Background: an optimization exercise with open tools, aiming at small area, a short achievable clock period and few clock cycles per item. Do not read the settings as production practice.
Where RTL was checked, it was by simulation tests only, not by an equivalence proof against the original.
Power is estimated from default activity; no workload was simulated.

==> inputs of quartz <==
// peer_table_replay_filter_top
module peer_table_replay_filter_top #(
   parameter int PEER_SLOTS = ptrf_pkg::PEER_SLOTS_DEFAULT
) (
   input  logic                          clock,
   input  logic                          reset,
   input  logic                          csr_write_enable,
   input  logic                          csr_write_data,
   input  logic                          req_valid,
   output logic                          req_stall,
   input  logic [ptrf_pkg::MODE_W-1:0]   req_mode,
   input  logic [ptrf_pkg::MAC_W-1:0]    req_peer_mac,
   input  logic [ptrf_pkg::MEMBER_W-1:0] req_member_id,
   input  logic [ptrf_pkg::SEQ_W-1:0]    req_sequence_req,
   input  logic                          req_reset_window,
   output logic                          rsp_valid,
   input  logic                          rsp_stall,
   output logic [ptrf_pkg::STATUS_W-1:0] rsp_status,
   output logic                          rsp_found,
   output logic [ptrf_pkg::SLOT_W-1:0]   rsp_slot,
   output logic [ptrf_pkg::MAC_W-1:0]    rsp_found_mac
);
   localparam int N      = PEER_SLOTS;
   localparam int MAC_W  = ptrf_pkg::MAC_W;
   localparam int MEM_W  = ptrf_pkg::MEMBER_W;
   localparam int SEQ_W  = ptrf_pkg::SEQ_W;
   localparam int SLOT_W = ptrf_pkg::SLOT_W;
   function automatic logic [N-1:0] lowest(input logic [N-1:0] v);
      logic [N-1:0] r;
      logic         seen;
      r    = '0;
      seen = 1'b0;
      for (int i = 0; i < N; i++) begin
         r[i] = v[i] && !seen;
         seen = seen || v[i];
      end
      lowest = r;
   endfunction
   function automatic logic [SLOT_W-1:0] encode(input logic [N-1:0] oh);
      logic [SLOT_W-1:0] r;
      r = '0;
      for (int i = 0; i < N; i++) begin
         if (oh[i]) r = r | SLOT_W'(i);
      end
      encode = r;
   endfunction
   logic                 provisioned_ff;
   logic                 b_vld_ff;
   logic [1:0]           b_mode_ff;
   logic [MAC_W-1:0]     b_mac_ff;
   logic [MEM_W-1:0]     b_member_ff;
   logic [SEQ_W-1:0]     b_seq_ff;
   logic                 b_rst_ff;
   logic [N-1:0]         b_vdm_ff;
   logic [N-1:0]         b_vdk_ff;
   logic [N-1:0]         b_vdl_ff;
   logic                 b_fwm_ff;
   logic                 b_fwk_ff;
  ...
clock: 5.0 ns
lec_check: 0
cap_margin: 20
core_margin: 2
core_utilization: 50
cts_buf_list: sky130_fd_sc_hd__clkbuf_8
setup_slack_margin: 2.3
slew_margin: 20
run.sh (not shown) runs the stock make flow with config.mk's settings and CLKGATE_MAP_FILE= SYNTH_SCRIPT=/design/flow/synth_recipe.tcl, a recipe that flattens the netlist after the stock synthesis.
==> inputs of amber, as changes to quartz <==
ABC_AREA = 1   (was default)
SETUP_SLACK_MARGIN = 2.5   (was 2.3)
==> inputs of cedar, as changes to quartz <==
CTS_BUF_LIST = default   (was sky130_fd_sc_hd__clkbuf_8)
SETUP_SLACK_MARGIN = 2.7   (was 2.3)
==> notes <==
Clock power: amber < quartz < cedar. amber completed without violations. cedar finished with timing, DRC and antenna clean. quartz finished clean. Sequential power is about the same in cedar and quartz. Against amber, the first-iteration DRC count of quartz is lower by 36%. In amber the area after synthesis is higher than in cedar, by about 3.2%. Setup slack: amber < quartz < cedar. Critical path depth: amber > cedar > quartz. The lowest utilization belongs to amber, the highest to cedar. The lowest clock skew belongs to cedar, the highest to amber. Worst hold slack, lowest first: amber, quartz, cedar.
==> figures <==
metric                                                               quartz           cedar           amber
Net load switching power                                         0.004565 W      0.004635 W      0.004737 W
Filler Cells Inserted                                                 6,901           6,566           7,421
Reg2Reg Setup Slack                                                 2.29 ns         2.30 ns         2.04 ns
Critical setup path kind                                  input pin to flop    flop to flop    flop to flop
Number of nets in the layout                                          3,472           3,477           4,284
Fraction of power consumed by combinational cells                     0.068           0.072           0.074
Multi-input combinational cell area                              13,450 µm²      14,840 µm²      13,340 µm²
Core Rows                                                               109             109             110
Detailed Route WL                                                  158.2 mm        166.7 mm        192.9 mm
Initial antenna violation count                                           9               9              15
Well Taps                                                             1,165           1,165           1,176
Time the worst path needs with I/O delays and setup                2.853 ns        2.702 ns        2.959 ns
Placement Cell Area                                              47,620 µm²      47,540 µm²      49,160 µm²
Seq. cell area                                                   30,900 µm²      30,900 µm²      30,910 µm²
Post-synthesis average cell area                                  14.99 µm²       14.99 µm²       12.22 µm²
Effective utilization at floorplan                                   0.5027          0.5027          0.5063
Run status                                                   finished clean  finished clean  finished clean
Multi-input combinational area share                                 0.2556          0.2713          0.2476
Total met3 wirelength after detailed routing                       14.19 mm        16.44 mm        24.94 mm
Violation count after the first detailed-route iteration              3,747           4,228           5,828
Testbench counts of quartz, summed over its fixed seeds: cycles 6,448, requests 6,400.
Testbench counts of amber, summed over its fixed seeds: cycles 6,448, requests 6,400.
Testbench counts of cedar, summed over its fixed seeds: cycles 6,448, requests 6,400.

========
==> inputs of xenon <==
Starting RTL as in the previous note.
## peer_table_replay_filter_top
module peer_table_replay_filter_top #(
   parameter int PEER_SLOTS = ptrf_pkg::PEER_SLOTS_DEFAULT
) (
   input  logic                          clock,
   input  logic                          reset,
   input  logic                          csr_write_enable,
   input  logic                          csr_write_data,
   input  logic                          req_valid,
   output logic                          req_stall,
   input  logic [ptrf_pkg::MODE_W-1:0]   req_mode,
   input  logic [ptrf_pkg::MAC_W-1:0]    req_peer_mac,
   input  logic [ptrf_pkg::MEMBER_W-1:0] req_member_id,
   input  logic [ptrf_pkg::SEQ_W-1:0]    req_sequence_req,
   input  logic                          req_reset_window,
   output logic                          rsp_valid,
   input  logic                          rsp_stall,
   output logic [ptrf_pkg::STATUS_W-1:0] rsp_status,
   output logic                          rsp_found,
   output logic [ptrf_pkg::SLOT_W-1:0]   rsp_slot,
   output logic [ptrf_pkg::MAC_W-1:0]    rsp_found_mac
);
clock: 5.0 ns
lec_check: 0
cap_margin: 20
core_margin: 2
core_utilization: 50
cts_cluster_diameter: 60
cts_cluster_size: 24
setup_slack_margin: 2.5
slew_margin: 20
==> inputs of nickel, as changes to xenon <==
--- a/flow/design.v
+++ b/flow/design.v
@@ -46,26 +46,14 @@
    input  logic [ptrf_pkg::MEMBER_W-1:0] op_member,
    output logic                          mac_eq,
    output logic                          member_eq
 );
    assign mac_eq    = (slot_mac == op_mac);
    assign member_eq = (slot_member == op_member);
 endmodule
-module ptrf_seq_cmp (
-   input  logic [ptrf_pkg::SEQ_W-1:0] q,
-   input  logic [ptrf_pkg::SEQ_W-1:0] t,
-   output logic                       lt_hi,
-   output logic                       eq_hi,
-   output logic                       le_lo
-);
-   localparam int H = ptrf_pkg::SEQ_W / 2;
-   assign lt_hi = (q[ptrf_pkg::SEQ_W-1:H] <  t[ptrf_pkg::SEQ_W-1:H]);
-   assign eq_hi = (q[ptrf_pkg::SEQ_W-1:H] == t[ptrf_pkg::SEQ_W-1:H]);
-   assign le_lo = (q[H-1:0] <= t[H-1:0]);
-endmodule
 `default_nettype wire
 `timescale 1ns / 1ps
 `default_nettype none
 module ptrf_store #(
    parameter int PEER_SLOTS = ptrf_pkg::PEER_SLOTS_DEFAULT
 ) (
    input  logic                                     clock,
@@ -165,38 +153,30 @@
    logic [N-1:0]         b_vdm_ff;
    logic [N-1:0]         b_vdk_ff;
    logic [N-1:0]         b_vdl_ff;
    logic                 b_fwm_ff;
    logic                 b_fwk_ff;
    logic                 b_fwl_ff;
    logic [N-1:0]         b_lastwe_ff;
-   logic [N-1:0]         b_prevwe_ff;
-   logic                 b_fpm_ff;
-   logic                 b_fpk_ff;
-   logic                 b_fpl_ff;
-   logic [N-1:0]         pw_we_ff;
-   logic [MAC_W-1:0]     pw_mac_ff;
-   logic [MEM_W-1:0]     pw_member_ff;
    logic                 c_vld_ff;
    logic                 c_acc_ff;
    logic                 c_lkp_ff;
    logic [N-1:0]         c_hit_ff;
    logic [SEQ_W-1:0]     c_seq_ff;
    logic                 c_rst_ff;
    logic [2:0]           c_status_ff;
    logic                 c_found_ff;
    logic [SLOT_W-1:0]    c_slot_ff;
    logic                 rsp_valid_ff;
    logic                 full_ff;
-   logic [1:0]           rsp_status_ff;
-   logic                 o_pa_ff, o_pb_ff, o_pc_ff, o_st2_ff, o_acc_ff;
+   logic [2:0]           rsp_status_ff;
    logic                 rsp_found_ff;
    logic [SLOT_W-1:0]    rsp_slot_ff;
    logic [MAC_W-1:0]     rsp_mac_ff;
-   logic                 sw_first_ff;
+   logic                 sw_pend_ff;
    logic [N-1:0]         sw_hit_ff;
    logic [SEQ_W-1:0]     sw_seq_ff;
    logic out_free, c_free, b_adv, b_free;
    assign out_free  = !rsp_valid_ff || !rsp_stall;
    assign c_free    = !c_vld_ff || out_free;
    assign b_adv     = b_vld_ff && c_free;
    assign b_free    = !b_vld_ff || c_free;
@@ -207,27 +187,27 @@
    logic [N*SEQ_W-1:0]   t_seq;
    logic                 clear_all;
    logic [N-1:0]         id_we, set_valid, seq_we;
    ptrf_store #(.PEER_SLOTS(N)) u_store (
       .clock       (clock),
       .reset       (reset),
       .clear_all   (clear_all),
-      .id_we       (pw_we_ff),
+      .id_we       (id_we),
       .set_valid   (set_valid),
-      .wr_mac      (pw_mac_ff),
-      .wr_member   (pw_member_ff),
+      .wr_mac      (b_mac_ff),
+      .wr_member   (b_member_ff),
       .seq_we      (seq_we),
       .wr_seq      (sw_seq_ff),
       .valid       (t_valid),
       .mac         (t_mac),
       .member      (t_member),
       .seq         (t_seq)
    );
    logic [N-1:0] in_meq, in_keq;
-   logic         in_fwm, in_fwk, in_fpm, in_fpk;
+   logic         in_fwm, in_fwk;
    for (genvar s = 0; s < N; s++) begin : g_match
       ptrf_match u_match (
          .slot_mac    (t_mac[s*MAC_W +: MAC_W]),
          .slot_member (t_member[s*MEM_W +: MEM_W]),
          .op_mac      (req_peer_mac),
          .op_member   (req_member_id),
          .mac_eq      (in_meq[s]),
@@ -238,34 +218,26 @@
       .slot_mac    (b_mac_ff),
       .slot_member (b_member_ff),
       .op_mac      (req_peer_mac),
       .op_member   (req_member_id),
       .mac_eq      (in_fwm),
       .member_eq   (in_fwk)
    );
-   ptrf_match u_match_fp (
-      .slot_mac    (pw_mac_ff),
-      .slot_member (pw_member_ff),
-      .op_mac      (req_peer_mac),
-      .op_member   (req_member_id),
-      .mac_eq      (in_fpm),
-      .member_eq   (in_fpk)
-   );
    logic [N-1:0] mac_hit, mem_hit;
    logic [N-1:0] learn_hit;
    logic [N-1:0] in_vdm, in_vdk;
    logic         clr_now;
    assign clr_now = b_adv && (b_mode_ff == ptrf_pkg::MODE_CLEAR);
    assign in_vdm  = (t_valid & in_meq) & {N{!clr_now}};
    assign in_vdk  = (t_valid & in_keq) & {N{!clr_now}};
    always_comb begin
       for (int s = 0; s < N; s++) begin
-         mac_hit[s]   = b_lastwe_ff[s] ? b_fwm_ff : b_prevwe_ff[s] ? b_fpm_ff : b_vdm_ff[s];
-         mem_hit[s]   = b_lastwe_ff[s] ? b_fwk_ff : b_prevwe_ff[s] ? b_fpk_ff : b_vdk_ff[s];
-         learn_hit[s] = b_lastwe_ff[s] ? b_fwl_ff : b_prevwe_ff[s] ? b_fpl_ff : b_vdl_ff[s];
+         mac_hit[s]   = b_lastwe_ff[s] ? b_fwm_ff : b_vdm_ff[s];
+         mem_hit[s]   = b_lastwe_ff[s] ? b_fwk_ff : b_vdk_ff[s];
+         learn_hit[s] = b_lastwe_ff[s] ? b_fwl_ff : b_vdl_ff[s];
       end
    end
    logic [N-1:0]      learn_oh, free_oh, mac_oh, mem_oh;
    logic              learn_found, refused;
    logic [N-1:0]      b_we, b_set, b_hit;
    logic              b_clear, b_acc, b_lkp, b_found;
    logic [2:0]        b_status;
@@ -332,61 +304,45 @@
          end
       endcase
    end
    assign id_we     = b_adv ? b_we  : '0;
    assign set_valid = b_adv ? b_set : '0;
    assign clear_all = b_adv && b_clear;
    logic [SEQ_W-1:0] cur_seq;
+   logic             fwd;
    logic [MAC_W-1:0] hit_mac;
-   logic             t_lt_hi, t_eq_hi, t_le_lo;
-   logic             f_lt_hi, f_eq_hi, f_le_lo;
-   logic             o_stale, o_write, fwd;
-   logic             c_accnr;
+   logic             stale;
+   logic [2:0]       c_status;
    always_comb begin
       cur_seq = '0;
       hit_mac = '0;
       for (int s = 0; s < N; s++) begin
          if (c_hit_ff[s])             cur_seq = cur_seq | t_seq[s*SEQ_W +: SEQ_W];
          if (c_hit_ff[s] && c_lkp_ff) hit_mac = hit_mac | t_mac[s*MAC_W +: MAC_W];
       end
+      fwd      = sw_pend_ff && |(sw_hit_ff & c_hit_ff);
+      if (fwd) cur_seq = sw_seq_ff;
+      stale    = !c_rst_ff && (c_seq_ff <= cur_seq);
+      c_status = c_status_ff;
+      if (c_acc_ff) c_status = stale ? ptrf_pkg::STATUS_STALE : ptrf_pkg::STATUS_OK;
    end
-   ptrf_seq_cmp u_cmp_tab (
-      .q     (c_seq_ff),
-      .t     (cur_seq),
-      .lt_hi (t_lt_hi),
-      .eq_hi (t_eq_hi),
-      .le_lo (t_le_lo)
-   );
-   ptrf_seq_cmp u_cmp_fwd (
-      .q     (c_seq_ff),
-      .t     (sw_seq_ff),
-      .lt_hi (f_lt_hi),
-      .eq_hi (f_eq_hi),
-      .le_lo (f_le_lo)
-   );
-   assign o_stale = o_pa_ff || (o_pb_ff && o_pc_ff);
-   assign o_write = sw_first_ff && o_acc_ff && !o_stale;
-   assign fwd     = o_write && |(sw_hit_ff & c_hit_ff);
-   assign c_accnr = c_acc_ff && !c_rst_ff;
-   assign seq_we = o_write ? sw_hit_ff : '0;
+   assign seq_we = sw_pend_ff ? sw_hit_ff : '0;
    always_ff @(posedge clock) begin
       if (reset) begin
          provisioned_ff <= 1'b0;
          b_vld_ff       <= 1'b0;
          c_vld_ff       <= 1'b0;
          rsp_valid_ff   <= 1'b0;
          full_ff        <= 1'b0;
-         sw_first_ff    <= 1'b0;
-         pw_we_ff       <= '0;
+         sw_pend_ff     <= 1'b0;
       end else begin
          full_ff <= (b_free ? req_valid : b_vld_ff) &&
                     (c_free ? b_vld_ff : c_vld_ff) &&
                     (out_free ? c_vld_ff : rsp_valid_ff);
-         sw_first_ff <= c_vld_ff && out_free;
-         pw_we_ff   <= id_we;
+         sw_pend_ff <= c_vld_ff && c_acc_ff && !stale && out_free;
          if (csr_write_enable) provisioned_ff <= csr_write_data;
          if (b_free)   b_vld_ff     <= req_valid;
          if (c_free)   c_vld_ff     <= b_vld_ff;
          if (out_free) rsp_valid_ff <= c_vld_ff;
       end
    end
    always_ff @(posedge clock) begin
@@ -399,45 +355,34 @@
          b_vdm_ff    <= in_vdm;
          b_vdk_ff    <= in_vdk;
          b_vdl_ff    <= in_vdm | in_vdk;
          b_fwm_ff    <= in_fwm;
          b_fwk_ff    <= in_fwk;
          b_fwl_ff    <= in_fwm || in_fwk;
          b_lastwe_ff <= id_we;
-         b_prevwe_ff <= pw_we_ff & {N{!clr_now}};
-         b_fpm_ff    <= in_fpm;
-         b_fpk_ff    <= in_fpk;
-         b_fpl_ff    <= in_fpm || in_fpk;
       end
       if (b_adv) begin
          c_acc_ff    <= b_acc;
          c_lkp_ff    <= b_lkp;
          c_hit_ff    <= b_hit;
          c_seq_ff    <= b_seq_ff;
          c_rst_ff    <= b_rst_ff;
          c_status_ff <= b_status;
          c_found_ff  <= b_found;
          c_slot_ff   <= b_slot;
       end
-      pw_mac_ff    <= b_mac_ff;
-      pw_member_ff <= b_member_ff;
       sw_hit_ff <= c_hit_ff;
       sw_seq_ff <= c_seq_ff;
       if (out_free && c_vld_ff) begin
-         rsp_status_ff <= c_acc_ff ? 2'b00 : c_status_ff[1:0];
-         o_st2_ff      <= !c_acc_ff && c_status_ff[2];
-         o_acc_ff      <= c_acc_ff;
-         o_pa_ff       <= c_accnr && (fwd ? f_lt_hi : t_lt_hi);
-         o_pb_ff       <= c_accnr && (fwd ? f_eq_hi : t_eq_hi);
-         o_pc_ff       <= fwd ? f_le_lo : t_le_lo;
+         rsp_status_ff <= c_status;
          rsp_found_ff  <= c_found_ff;
          rsp_slot_ff   <= c_slot_ff;
          rsp_mac_ff    <= hit_mac;
       end
    end
    assign rsp_valid     = rsp_valid_ff;
-   assign rsp_status    = {o_st2_ff || o_stale, rsp_status_ff};
+   assign rsp_status    = rsp_status_ff;
    assign rsp_found     = rsp_found_ff;
    assign rsp_slot      = rsp_slot_ff;
    assign rsp_found_mac = rsp_mac_ff;
 endmodule
 `default_nettype wire
==> flow/config.mk (replaced) <==
export PLATFORM = sky130hd
export DESIGN_NAME = peer_table_replay_filter_top
export DESIGN_NICKNAME = peer_table_replay_filter_top
export VERILOG_FILES = /design/flow/design.v
export SDC_FILE = /design/flow/constraint.sdc
export NUM_CORES = 4
export LEC_CHECK = 0
export CAP_MARGIN = 20
export CORE_MARGIN = 2
export CORE_UTILIZATION = 50
export SETUP_SLACK_MARGIN = 2.4
export SLEW_MARGIN = 20
==> inputs of raven, as changes to xenon <==
--- a/flow/design.v
+++ b/flow/design.v
@@ -46,26 +46,14 @@
    input  logic [ptrf_pkg::MEMBER_W-1:0] op_member,
    output logic                          mac_eq,
    output logic                          member_eq
 );
    assign mac_eq    = (slot_mac == op_mac);
    assign member_eq = (slot_member == op_member);
 endmodule
-module ptrf_seq_cmp (
-   input  logic [ptrf_pkg::SEQ_W-1:0] q,
-   input  logic [ptrf_pkg::SEQ_W-1:0] t,
-   output logic                       lt_hi,
-   output logic                       eq_hi,
-   output logic                       le_lo
-);
-   localparam int H = ptrf_pkg::SEQ_W / 2;
-   assign lt_hi = (q[ptrf_pkg::SEQ_W-1:H] <  t[ptrf_pkg::SEQ_W-1:H]);
-   assign eq_hi = (q[ptrf_pkg::SEQ_W-1:H] == t[ptrf_pkg::SEQ_W-1:H]);
-   assign le_lo = (q[H-1:0] <= t[H-1:0]);
-endmodule
 `default_nettype wire
 `timescale 1ns / 1ps
 `default_nettype none
 module ptrf_store #(
    parameter int PEER_SLOTS = ptrf_pkg::PEER_SLOTS_DEFAULT
 ) (
    input  logic                                     clock,
@@ -165,40 +153,29 @@
    logic [N-1:0]         b_vdm_ff;
    logic [N-1:0]         b_vdk_ff;
    logic [N-1:0]         b_vdl_ff;
    logic                 b_fwm_ff;
    logic                 b_fwk_ff;
    logic                 b_fwl_ff;
    logic [N-1:0]         b_lastwe_ff;
-   logic [N-1:0]         b_prevwe_ff;
-   logic                 b_fpm_ff;
-   logic                 b_fpk_ff;
-   logic                 b_fpl_ff;
-   logic [N-1:0]         pw_we_ff;
-   logic [MAC_W-1:0]     pw_mac_ff;
-   logic [MEM_W-1:0]     pw_member_ff;
    logic                 c_vld_ff;
    logic                 c_acc_ff;
    logic                 c_lkp_ff;
    logic [N-1:0]         c_hit_ff;
    logic [SEQ_W-1:0]     c_seq_ff;
    logic                 c_rst_ff;
    logic [2:0]           c_status_ff;
    logic                 c_found_ff;
    logic [SLOT_W-1:0]    c_slot_ff;
    logic                 rsp_valid_ff;
    logic                 full_ff;
-   logic [1:0]           rsp_status_ff;
-   logic                 o_pa_ff, o_pb_ff, o_pc_ff, o_st2_ff, o_acc_ff;
+   logic [2:0]           rsp_status_ff;
    logic                 rsp_found_ff;
    logic [SLOT_W-1:0]    rsp_slot_ff;
    logic [MAC_W-1:0]     rsp_mac_ff;
-   logic                 sw_first_ff;
-   logic [N-1:0]         sw_hit_ff;
-   logic [SEQ_W-1:0]     sw_seq_ff;
    logic out_free, c_free, b_adv, b_free;
    assign out_free  = !rsp_valid_ff || !rsp_stall;
    assign c_free    = !c_vld_ff || out_free;
    assign b_adv     = b_vld_ff && c_free;
    assign b_free    = !b_vld_ff || c_free;
    assign req_stall = full_ff && rsp_stall;
    logic [N-1:0]         t_valid;
@@ -207,27 +184,27 @@
    logic [N*SEQ_W-1:0]   t_seq;
    logic                 clear_all;
    logic [N-1:0]         id_we, set_valid, seq_we;
    ptrf_store #(.PEER_SLOTS(N)) u_store (
       .clock       (clock),
       .reset       (reset),
       .clear_all   (clear_all),
-      .id_we       (pw_we_ff),
+      .id_we       (id_we),
       .set_valid   (set_valid),
-      .wr_mac      (pw_mac_ff),
-      .wr_member   (pw_member_ff),
+      .wr_mac      (b_mac_ff),
+      .wr_member   (b_member_ff),
       .seq_we      (seq_we),
-      .wr_seq      (sw_seq_ff),
+      .wr_seq      (c_seq_ff),
       .valid       (t_valid),
       .mac         (t_mac),
       .member      (t_member),
       .seq         (t_seq)
    );
    logic [N-1:0] in_meq, in_keq;
-   logic         in_fwm, in_fwk, in_fpm, in_fpk;
+   logic         in_fwm, in_fwk;
    for (genvar s = 0; s < N; s++) begin : g_match
       ptrf_match u_match (
          .slot_mac    (t_mac[s*MAC_W +: MAC_W]),
          .slot_member (t_member[s*MEM_W +: MEM_W]),
          .op_mac      (req_peer_mac),
          .op_member   (req_member_id),
          .mac_eq      (in_meq[s]),
@@ -238,34 +215,26 @@
       .slot_mac    (b_mac_ff),
       .slot_member (b_member_ff),
       .op_mac      (req_peer_mac),
       .op_member   (req_member_id),
       .mac_eq      (in_fwm),
       .member_eq   (in_fwk)
    );
-   ptrf_match u_match_fp (
-      .slot_mac    (pw_mac_ff),
-      .slot_member (pw_member_ff),
-      .op_mac      (req_peer_mac),
-      .op_member   (req_member_id),
-      .mac_eq      (in_fpm),
-      .member_eq   (in_fpk)
-   );
    logic [N-1:0] mac_hit, mem_hit;
    logic [N-1:0] learn_hit;
    logic [N-1:0] in_vdm, in_vdk;
    logic         clr_now;
    assign clr_now = b_adv && (b_mode_ff == ptrf_pkg::MODE_CLEAR);
    assign in_vdm  = (t_valid & in_meq) & {N{!clr_now}};
    assign in_vdk  = (t_valid & in_keq) & {N{!clr_now}};
    always_comb begin
       for (int s = 0; s < N; s++) begin
-         mac_hit[s]   = b_lastwe_ff[s] ? b_fwm_ff : b_prevwe_ff[s] ? b_fpm_ff : b_vdm_ff[s];
-         mem_hit[s]   = b_lastwe_ff[s] ? b_fwk_ff : b_prevwe_ff[s] ? b_fpk_ff : b_vdk_ff[s];
-         learn_hit[s] = b_lastwe_ff[s] ? b_fwl_ff : b_prevwe_ff[s] ? b_fpl_ff : b_vdl_ff[s];
+         mac_hit[s]   = b_lastwe_ff[s] ? b_fwm_ff : b_vdm_ff[s];
+         mem_hit[s]   = b_lastwe_ff[s] ? b_fwk_ff : b_vdk_ff[s];
+         learn_hit[s] = b_lastwe_ff[s] ? b_fwl_ff : b_vdl_ff[s];
       end
    end
    logic [N-1:0]      learn_oh, free_oh, mac_oh, mem_oh;
    logic              learn_found, refused;
    logic [N-1:0]      b_we, b_set, b_hit;
    logic              b_clear, b_acc, b_lkp, b_found;
    logic [2:0]        b_status;
@@ -333,60 +302,39 @@
       endcase
    end
    assign id_we     = b_adv ? b_we  : '0;
    assign set_valid = b_adv ? b_set : '0;
    assign clear_all = b_adv && b_clear;
    logic [SEQ_W-1:0] cur_seq;
    logic [MAC_W-1:0] hit_mac;
-   logic             t_lt_hi, t_eq_hi, t_le_lo;
-   logic             f_lt_hi, f_eq_hi, f_le_lo;
-   logic             o_stale, o_write, fwd;
-   logic             c_accnr;
+   logic             stale;
+   logic [2:0]       c_status;
    always_comb begin
       cur_seq = '0;
       hit_mac = '0;
       for (int s = 0; s < N; s++) begin
          if (c_hit_ff[s])             cur_seq = cur_seq | t_seq[s*SEQ_W +: SEQ_W];
          if (c_hit_ff[s] && c_lkp_ff) hit_mac = hit_mac | t_mac[s*MAC_W +: MAC_W];
       end
+      stale    = !c_rst_ff && (c_seq_ff <= cur_seq);
+      c_status = c_status_ff;
+      if (c_acc_ff) c_status = stale ? ptrf_pkg::STATUS_STALE : ptrf_pkg::STATUS_OK;
    end
-   ptrf_seq_cmp u_cmp_tab (
-      .q     (c_seq_ff),
-      .t     (cur_seq),
-      .lt_hi (t_lt_hi),
-      .eq_hi (t_eq_hi),
-      .le_lo (t_le_lo)
-   );
-   ptrf_seq_cmp u_cmp_fwd (
-      .q     (c_seq_ff),
-      .t     (sw_seq_ff),
-      .lt_hi (f_lt_hi),
-      .eq_hi (f_eq_hi),
-      .le_lo (f_le_lo)
-   );
-   assign o_stale = o_pa_ff || (o_pb_ff && o_pc_ff);
-   assign o_write = sw_first_ff && o_acc_ff && !o_stale;
-   assign fwd     = o_write && |(sw_hit_ff & c_hit_ff);
-   assign c_accnr = c_acc_ff && !c_rst_ff;
-   assign seq_we = o_write ? sw_hit_ff : '0;
+   assign seq_we = (c_vld_ff && c_acc_ff && !stale && out_free) ? c_hit_ff : '0;
    always_ff @(posedge clock) begin
       if (reset) begin
          provisioned_ff <= 1'b0;
          b_vld_ff       <= 1'b0;
          c_vld_ff       <= 1'b0;
          rsp_valid_ff   <= 1'b0;
          full_ff        <= 1'b0;
-         sw_first_ff    <= 1'b0;
-         pw_we_ff       <= '0;
       end else begin
          full_ff <= (b_free ? req_valid : b_vld_ff) &&
                     (c_free ? b_vld_ff : c_vld_ff) &&
                     (out_free ? c_vld_ff : rsp_valid_ff);
-         sw_first_ff <= c_vld_ff && out_free;
-         pw_we_ff   <= id_we;
          if (csr_write_enable) provisioned_ff <= csr_write_data;
          if (b_free)   b_vld_ff     <= req_valid;
          if (c_free)   c_vld_ff     <= b_vld_ff;
          if (out_free) rsp_valid_ff <= c_vld_ff;
       end
    end
    always_ff @(posedge clock) begin
@@ -399,45 +347,32 @@
          b_vdm_ff    <= in_vdm;
          b_vdk_ff    <= in_vdk;
          b_vdl_ff    <= in_vdm | in_vdk;
          b_fwm_ff    <= in_fwm;
          b_fwk_ff    <= in_fwk;
          b_fwl_ff    <= in_fwm || in_fwk;
          b_lastwe_ff <= id_we;
-         b_prevwe_ff <= pw_we_ff & {N{!clr_now}};
-         b_fpm_ff    <= in_fpm;
-         b_fpk_ff    <= in_fpk;
-         b_fpl_ff    <= in_fpm || in_fpk;
       end
       if (b_adv) begin
          c_acc_ff    <= b_acc;
          c_lkp_ff    <= b_lkp;
          c_hit_ff    <= b_hit;
          c_seq_ff    <= b_seq_ff;
          c_rst_ff    <= b_rst_ff;
          c_status_ff <= b_status;
          c_found_ff  <= b_found;
          c_slot_ff   <= b_slot;
       end
-      pw_mac_ff    <= b_mac_ff;
-      pw_member_ff <= b_member_ff;
-      sw_hit_ff <= c_hit_ff;
-      sw_seq_ff <= c_seq_ff;
       if (out_free && c_vld_ff) begin
-         rsp_status_ff <= c_acc_ff ? 2'b00 : c_status_ff[1:0];
-         o_st2_ff      <= !c_acc_ff && c_status_ff[2];
-         o_acc_ff      <= c_acc_ff;
-         o_pa_ff       <= c_accnr && (fwd ? f_lt_hi : t_lt_hi);
-         o_pb_ff       <= c_accnr && (fwd ? f_eq_hi : t_eq_hi);
-         o_pc_ff       <= fwd ? f_le_lo : t_le_lo;
+         rsp_status_ff <= c_status;
          rsp_found_ff  <= c_found_ff;
          rsp_slot_ff   <= c_slot_ff;
          rsp_mac_ff    <= hit_mac;
       end
    end
    assign rsp_valid     = rsp_valid_ff;
-   assign rsp_status    = {o_st2_ff || o_stale, rsp_status_ff};
+   assign rsp_status    = rsp_status_ff;
    assign rsp_found     = rsp_found_ff;
    assign rsp_slot      = rsp_slot_ff;
    assign rsp_found_mac = rsp_mac_ff;
 endmodule
 `default_nettype wire
==> flow/config.mk (replaced) <==
export PLATFORM = sky130hd
export DESIGN_NAME = peer_table_replay_filter_top
export DESIGN_NICKNAME = peer_table_replay_filter_top
export VERILOG_FILES = /design/flow/design.v
export SDC_FILE = /design/flow/constraint.sdc
export NUM_CORES = 4
export LEC_CHECK = 0
export CAP_MARGIN = 20
export CORE_MARGIN = 2
export CORE_UTILIZATION = 65
export SETUP_SLACK_MARGIN = 2.4
export SLEW_MARGIN = 20
==> comparison <==
nickel passed the timing, DRC and antenna checks. raven finished clean. xenon completed without violations. Of xenon and nickel, xenon has the higher fmax (gap 17%, measured against nickel). The lowest sequential power belongs to raven, the highest to xenon. The lowest clock-buffer cell count belongs to xenon, the highest to nickel. Between raven and nickel, the lower sequential share of layout area is in nickel (gap 0.37 points). Sequential cell count: xenon > nickel > raven. In xenon the clock skew is lower than in nickel, by 0.018 ns. Setup slack: raven < nickel < xenon. Power, lowest first: raven, xenon, nickel. Die area: raven is smaller than nickel (25%). The highest non-clock buffer count belongs to nickel, the lowest to xenon.
==> figures <==
	xenon	nickel	raven
Result of the run	complete, no violations	complete, no violations	complete, no violations
Number of library cell types mapped by synthesis	69	80	72
Termination of the worst setup path	o_pc_ff$_DFFE_PP_	rsp_status_ff[2]$_DFFE_PP_	u_store.seq[211]$_DFFE_PP_
Power Internal	13,810 uW	14,280 uW	13,350 uW
Number of DRC markers in iteration 0	4,049	4,128	4,850
Worst hold slack across all endpoints	0.3910 ns	0.3800 ns	0.4154 ns
Initial antenna violation count	6	7	14
Vias in the first global route	27,580	27,640	26,640
Final Util	0.6092	0.6439	0.8301
Number of standard-cell rows in the floorplan	109	105	91
Number of combinational gates with multiple inputs	1,657	1,533	1,465
Largest fanout on the critical path	9	9	16
Worst-case setup margin in the final layout	2.291 ns	1.840 ns	1.445 ns
Area added between synthesis and finish	21.17%	27.59%	26.79%
Simple-gate area share of the yosys netlist	0.06785	0.07159	0.07012
Placer Congestion	1.006	1.063	1.082
Initial core utilization	0.5027	0.5047	0.6547
Portion of the post-synthesis area used by sequential elements	0.6974	0.7036	0.7040
Critical Path Most Common Cell	-	sky130_fd_sc_hd__nand4_1	sky130_fd_sc_hd__buf_12
Diodes inserted	2	2	11
Clock distribution area overhead in the final layout	0.05283	0.06536	0.05942
Testbench counts of xenon, summed over its fixed seeds: cycles 6,448, requests 6,400.
The RTL of nickel and raven was laid out without a check of its function.

## afterwards: timing with drivers on the ports
How much do the figures lean on ideal ports? The routed layouts below were timed once more, with nothing changed but the port constraints.
Step 1: set_driving_cell puts a clkbuf_16 on clock and a buf_2 on each other input, an assumption about the parent block.
Step 2 times the ports against the registers' clock, not the clock port: input delays grow and output delays shrink by t, the midpoint of the rising clock arrivals with the driver on.
a / b / c = no drivers / after step 1 / after step 2; a / b = the first two.
run	shift t [ns]	setup WS [ns]	pins driven straight from the clock port
quartz	0.918	2.147 / 2.190 / 1.271	1
amber	0.963	2.041 / 2.041 / 1.482	1
cedar	0.771	2.298 / 2.298 / 1.826	1
xenon	0.726	2.291 / 2.291 / 1.717	1
nickel	0.734	1.840 / 1.840 / 1.636	1
raven	0.726	1.445 / 1.445 / 1.445	1
After both steps setup and hold are still met in every run listed. For quartz, which loses most, drivers alone change the setup slack by +0.043 ns; drivers and shift together by -0.876 ns.
